This design comes from an exercise in tuning for small area, a short achievable clock period and few clock cycles per item on the open sky130 flow, not from production work. Function was checked by simulation only, so behaviour that the tests miss may differ from the original. Power and IR drop assume default switching activity.

== lane 1 ==
==> flow/design.v <==
`timescale 1ns / 1ps
package uvt_pkg;
    localparam int CmdW    = 2;
    localparam int ValueW  = 32;
    localparam int StatusW = 2;
    localparam int FoundW  = 4;
    localparam int CountW  = 5;
    localparam int InDataW  = 40;
    localparam int OutDataW = 16;
    typedef enum logic [CmdW-1:0] {
        CMD_APPEND = 2'd0,
        CMD_POP    = 2'd1,
        CMD_LOCATE = 2'd2,
        CMD_REMOVE = 2'd3
    } uvt_cmd_t;
    typedef enum logic [StatusW-1:0] {
        STAT_OK        = 2'd0,
        STAT_NOT_FOUND = 2'd1,
        STAT_FULL      = 2'd2,
        STAT_EMPTY     = 2'd3
    } uvt_status_t;
    typedef enum logic [1:0] {
        ST_IDLE,
        ST_SCAN,
        ST_MOVE,
        ST_RESP
    } uvt_state_t;
endpackage
`timescale 1ns / 1ps
module uvt_ram #(
    parameter int WIDTH = 32,
    parameter int DEPTH = 16
) (
    input  logic                     aclk,
    input  logic [DEPTH-1:0]         we,      
    input  logic [WIDTH-1:0]         wdata,   
    input  logic [DEPTH-1:0]         lsel,    
    input  logic [WIDTH-1:0]         key,     
    output logic [DEPTH-1:0]         eq,      
    output logic [WIDTH-1:0]         rdata    
);
    logic [WIDTH-1:0] mem [DEPTH];
    always_ff @(posedge aclk) begin
        for (int j = 0; j < DEPTH; j++) begin
            if (we[j]) mem[j] <= wdata;
        end
    end
    always_comb begin
        rdata = '0;
        for (int j = 0; j < DEPTH; j++) begin
            eq[j] = (mem[j] == key);
            rdata = rdata | (mem[j] & {WIDTH{lsel[j]}});
        end
    end
endmodule
`timescale 1ns / 1ps
import uvt_pkg::*;
module unordered_value_table_unit #(
    parameter int DEPTH = 16
) (
    input  logic                aclk,
    input  logic                aresetn,
    input  logic                s_tvalid,
    output logic                s_tready,
    input  logic [uvt_pkg::InDataW-1:0]  s_tdata,
    output logic                m_tvalid,
    input  logic                m_tready,
    output logic [uvt_pkg::OutDataW-1:0] m_tdata
);
    localparam int AW = $clog2(DEPTH);
    localparam int CW = $clog2(DEPTH + 1);
    localparam int RW = StatusW + FoundW + CountW;
    logic              s_tready_reg;
    logic              e_valid;
    logic [CmdW-1:0]   e_cmd;
    logic [ValueW-1:0] e_val;
    logic [DEPTH-1:0]  e_eq;
    logic [DEPTH-1:0]  e_fix_sel;    
    logic              e_fix_val;    
    logic [CW-1:0]     cnt_reg;
    logic [DEPTH-1:0]  occ;
    logic [DEPTH-1:0]  last_sel;
    logic [1:0]        q_n;
    logic [RW-1:0]     q_head;
    logic [RW-1:0]     q_tail;
    logic              accept;
    logic              fire;
    logic              pop;
    logic [1:0]        q_n_next;
    logic              e_valid_next;
    assign accept = s_tvalid && s_tready_reg;
    assign fire   = e_valid && !q_n[1];
    assign pop    = q_n != 2'd0 && m_tready;
    assign q_n_next     = q_n - 2'(pop) + 2'(fire);
    assign e_valid_next = accept || (e_valid && !fire);
    assign s_tready = s_tready_reg;
    assign m_tvalid = q_n != 2'd0;
    assign m_tdata  = {{(OutDataW-RW){1'b0}}, q_head};
    logic [CmdW-1:0]   s_cmd;
    logic [ValueW-1:0] s_val;
    logic [DEPTH-1:0]  c_eq;
    logic              c_fix_eq;
    logic [ValueW-1:0] last_val;
    assign s_cmd     = s_tdata[CmdW-1:0];
    assign s_val     = s_tdata[CmdW+ValueW-1:CmdW];
    assign c_fix_eq  = s_val == wdata;
    logic              is_app, is_pop, is_loc, is_rem;
    logic [DEPTH-1:0]  eq;
    logic [DEPTH-1:0]  hit;
    logic [DEPTH-1:0]  first;
    logic [DEPTH-1:0]  app_sel;
    logic [DEPTH-1:0]  we;
    logic [ValueW-1:0] wdata;
    logic              any_hit;
    logic [AW-1:0]     fidx;
    logic              empty, full;
    logic              grow, shrink;
    logic [CW-1:0]     cnt_next;
    logic [DEPTH-1:0]  occ_next;
    logic [DEPTH-1:0]  last_next;
    logic [StatusW-1:0] stat;
    logic [RW-1:0]     res;
    assign is_app = e_cmd == CMD_APPEND;
    assign is_pop = e_cmd == CMD_POP;
    assign is_loc = e_cmd == CMD_LOCATE;
    assign is_rem = e_cmd == CMD_REMOVE;
    assign empty  = !occ[0];
    assign full   = occ[DEPTH-1];
    always_comb begin
        eq = (e_eq & ~e_fix_sel) | (e_fix_sel & {DEPTH{e_fix_val}});
        hit = eq & occ;
        first = '0;
        fidx = '0;
        for (int j = DEPTH - 1; j >= 0; j--) begin
            if (hit[j]) begin
                first = '0;
                first[j] = 1'b1;
                fidx = AW'(j);
            end
        end
        any_hit = |hit;
        app_sel = {last_sel[DEPTH-2:0], empty};
    end
    assign wdata = is_rem ? last_val : e_val;
    assign we    = fire ? (is_app ? app_sel : is_rem ? first : '0) : '0;
    assign grow   = is_app && !full;
    assign shrink = (is_pop && !empty) || (is_rem && any_hit);
    always_comb begin
        cnt_next  = cnt_reg;
        occ_next  = occ;
        last_next = last_sel;
        if (grow) begin
            cnt_next  = cnt_reg + CW'(1);
            occ_next  = {occ[DEPTH-2:0], 1'b1};
            last_next = app_sel;
        end else if (shrink) begin
            cnt_next  = cnt_reg - CW'(1);
            occ_next  = {1'b0, occ[DEPTH-1:1]};
            last_next = {1'b0, last_sel[DEPTH-1:1]};
        end
    end
    always_comb begin
        if (is_app) stat = full ? STAT_FULL : STAT_OK;
        else if (empty) stat = STAT_EMPTY;
        else if (is_pop || any_hit) stat = STAT_OK;
        else stat = STAT_NOT_FOUND;
    end
    assign res = {cnt_next, (is_loc || is_rem) ? fidx : AW'(0), stat};
    uvt_ram #(
        .WIDTH(ValueW),
        .DEPTH(DEPTH)
    ) u_entries (
        .aclk  (aclk),
        .we    (we),
        .wdata (wdata),
        .lsel  (last_sel),
        .key   (s_val),
        .eq    (c_eq),
        .rdata (last_val)
    );
    always_ff @(posedge aclk) begin
        if (!aresetn) begin
            e_valid      <= 1'b0;
            s_tready_reg <= 1'b1;
            cnt_reg      <= '0;
            occ          <= '0;
            last_sel     <= '0;
            q_n          <= 2'd0;
        end else begin
            e_valid      <= e_valid_next;
            s_tready_reg <= !e_valid_next || !q_n_next[1];
            if (fire) begin
                cnt_reg  <= cnt_next;
                occ      <= occ_next;
                last_sel <= last_next;
            end
            q_n <= q_n_next;
        end
    end
    always_ff @(posedge aclk) begin
        if (accept) begin
            e_cmd     <= s_cmd;
            e_val     <= s_val;
            e_eq      <= c_eq;
            e_fix_sel <= we;
            e_fix_val <= c_fix_eq;
        end
        if (q_n == 2'd0 || (q_n == 2'd1 && pop)) begin
            if (fire) q_head <= res;
        end else if (q_n == 2'd2 && pop) begin
            q_head <= q_tail;
        end
        if (fire && q_n == 2'd1 && !pop) q_tail <= res;
    end
endmodule
clock: 5.0 ns
lec_check: 0
cap_margin: 20
core_margin: 2
core_utilization: 40
place_density: 0.6
setup_slack_margin: 2.3
slew_margin: 20
run.sh (not shown) runs the stock make flow with config.mk's settings and CLKGATE_MAP_FILE= SYNTH_SCRIPT=/design/flow/synth_recipe.tcl, a recipe that flattens the netlist after the stock synthesis.
Testbench counts of lane 1, summed over its fixed seeds: cycles 12,016, items 12,000.
[inputs] lane 2 vs lane 1
- PLACE_DENSITY: 0.6 -> 0.75
- CORE_UTILIZATION: 40 -> 55
==> flow/flow/run.sh (new file) <==
#!/bin/bash
# Standard layout with two changes: ports are buffered by a plain buffer
# instead of the default pick, and the resizer may change a cell's footprint
# in every stage (the platform limits it to same-footprint swaps before
# global routing).
set -euo pipefail
export BUFFER_PORTS_ARGS="-buffer_cell sky130_fd_sc_hd__buf_4"
sed 's/CLKGATE_MAP_FILE= /CLKGATE_MAP_FILE= MATCH_CELL_FOOTPRINT=0 /' standard.sh > standard_fp.sh
cp standard_fp.sh standard_fp.sh.log
bash standard_fp.sh > standard.log 2>&1
==> flow/standard.sh (new file) <==
#!/bin/bash
# synth_recipe.tcl (not shown) runs the flow's synth.tcl, then flattens the netlist and writes it again
# the make line also repeats each setting of config.mk as NAME=value (left out here)
make -C /OpenROAD-flow-scripts/flow DESIGN_CONFIG=/design/flow/config.mk WORK_HOME=/design/flow/orfs CLKGATE_MAP_FILE= SYNTH_SCRIPT=/design/flow/synth_recipe.tcl "${@:-finish}"
removed: flow/run.sh
==> run summary <==
- The via total after detailed routing on lane 1 is in line with that on lane 2.
- Lane 1 consumes more power than lane 2.
- Summary: with lane 1 as the reference, number of buffers outside the clock class in the layout in lane 2 moved down by more than 10%.
- Relative to lane 1, number of buffers created by CTS decreased by 2 in lane 2.
- Lane 2 against lane 1: register-to-register setup slack higher; cell area went down 1600 sq um.
- Cmp lane 2 vs lane 1: sequential share of layout area higher in lane 2
- Compared with lane 1, in lane 2 filler cell count lost 2441, upper clock frequency limit picked up an extra about 1.7%.
- Relative to lane 1, met2 wire length decreased by 4300 microns in lane 2.
- Summary — global-route wire length before repair, lane 2 relative to lane 1: lower, by 2.4%.
Setup changes, lane 2 to lane 3
- CORE_UTILIZATION changed from 55 to 40
- PLACE_DENSITY changed from 0.75 to 0.6
==> flow/flow/run.sh <==
#!/bin/bash
# Standard layout, but with ports buffered by a plain buffer instead of the
# default pick.
set -euo pipefail
export BUFFER_PORTS_ARGS="-buffer_cell sky130_fd_sc_hd__buf_4"
cp standard.sh standard_copy.sh.log
bash standard.sh > standard.log 2>&1
Results
Lane 3: core occupancy in the finished layout 19 points below lane 2. Between lane 2 and lane 3, the flow reports cell area after layout decreasing slightly. Per the comparison of lane 3 with lane 2, post-detailed-route wirelength per cell saw a decrease; worst setup margin saw an increase; worst setup timing slack at the placement stage saw an increase. Summary: with lane 2 as the reference, routed wire length in lane 3 moved up by a few percent. Against lane 2, lane 3 reports a power per cell area that is higher. Min sequential fraction of total cell area across lane 3 and lane 2: lane 2. The launching instance or port of the critical path comes out s_tdata[18] in one run and s_tdata[27] in the other, namely in lane 2 and lane 3 respectively. As of lane 3, largest net degree at the start of global routing had risen slightly compared to lane 2.
Changes in lane 4 relative to lane 3:
- putting TNS_END_PERCENT at 30 where nothing was set
==> flow/flow/run.sh <==
#!/bin/bash
# Standard layout with two changes: ports are buffered by a plain buffer
# instead of the default pick, and the resizer may change a cell's footprint
# in every stage (the platform limits it to same-footprint swaps before
# global routing).
set -euo pipefail
export BUFFER_PORTS_ARGS="-buffer_cell sky130_fd_sc_hd__buf_4"
sed 's/CLKGATE_MAP_FILE= /CLKGATE_MAP_FILE= MATCH_CELL_FOOTPRINT=0 /' standard.sh > standard_fp.sh
cp standard_fp.sh standard_fp.sh.log
bash standard_fp.sh > standard.log 2>&1
- Lane 4 was carried through to the last stage, and its layout satisfied the timing, design-rule and antenna checks.
- [diff] wire length, lane 4 relative to lane 3: improvement
- Across both runs, period utilization was higher for lane 4 than for lane 3.
- Diff lane 3 -> lane 4: worst hold slack has decreased; global-route met1 utilization has decreased.
Relative to lane 4, the following input files were edited for lane 5:
- setting GPL_ROUTABILITY_DRIVEN to 0 for the first time
- removing TNS_END_PERCENT (formerly 30)
## What came out
Having completed the whole flow, lane 5 delivered a layout that passed the timing, design-rule and antenna checks. [compare] base=lane 4 new=lane 5: non-clock buffer count now sits lower, final cell count without fillers about even. Higher sequential cell area share among lane 4 and lane 5: lane 5. Lane 5 against lane 4; overall routed net length is down by a few percent.

-- separate check: timing with driven ports --
No port has a modelled driver above. Below, the same layouts with a new extraction and two added sets of constraints. Step 1, drivers: a clkbuf_16 drives aclk and a buf_2 each remaining input, both assumed. Step 2 times the ports against the registers' clock, not the clock port: input delays grow and output delays shrink by t, the midpoint of the rising clock arrivals with the driver on. Three values: no drivers, after step 1, after step 2; two values: the first two.
run	t, ns	setup slack, ns	worst setup path at the end
lane 1	0.684	2.100 / 2.119 / 1.459	input to register
lane 2	0.686	2.147 / 2.188 / 1.502	input to register
lane 3	0.690	2.183 / 2.222 / 1.537	input to register
lane 4	0.686	1.921 / 1.957 / 1.271	input to register
lane 5	0.706	2.037 / 2.081 / 1.375	input to register
After both steps every run listed still meets setup and hold. For lane 5, which loses most, drivers alone change the setup slack by +0.044 ns; drivers and shift together by -0.662 ns.
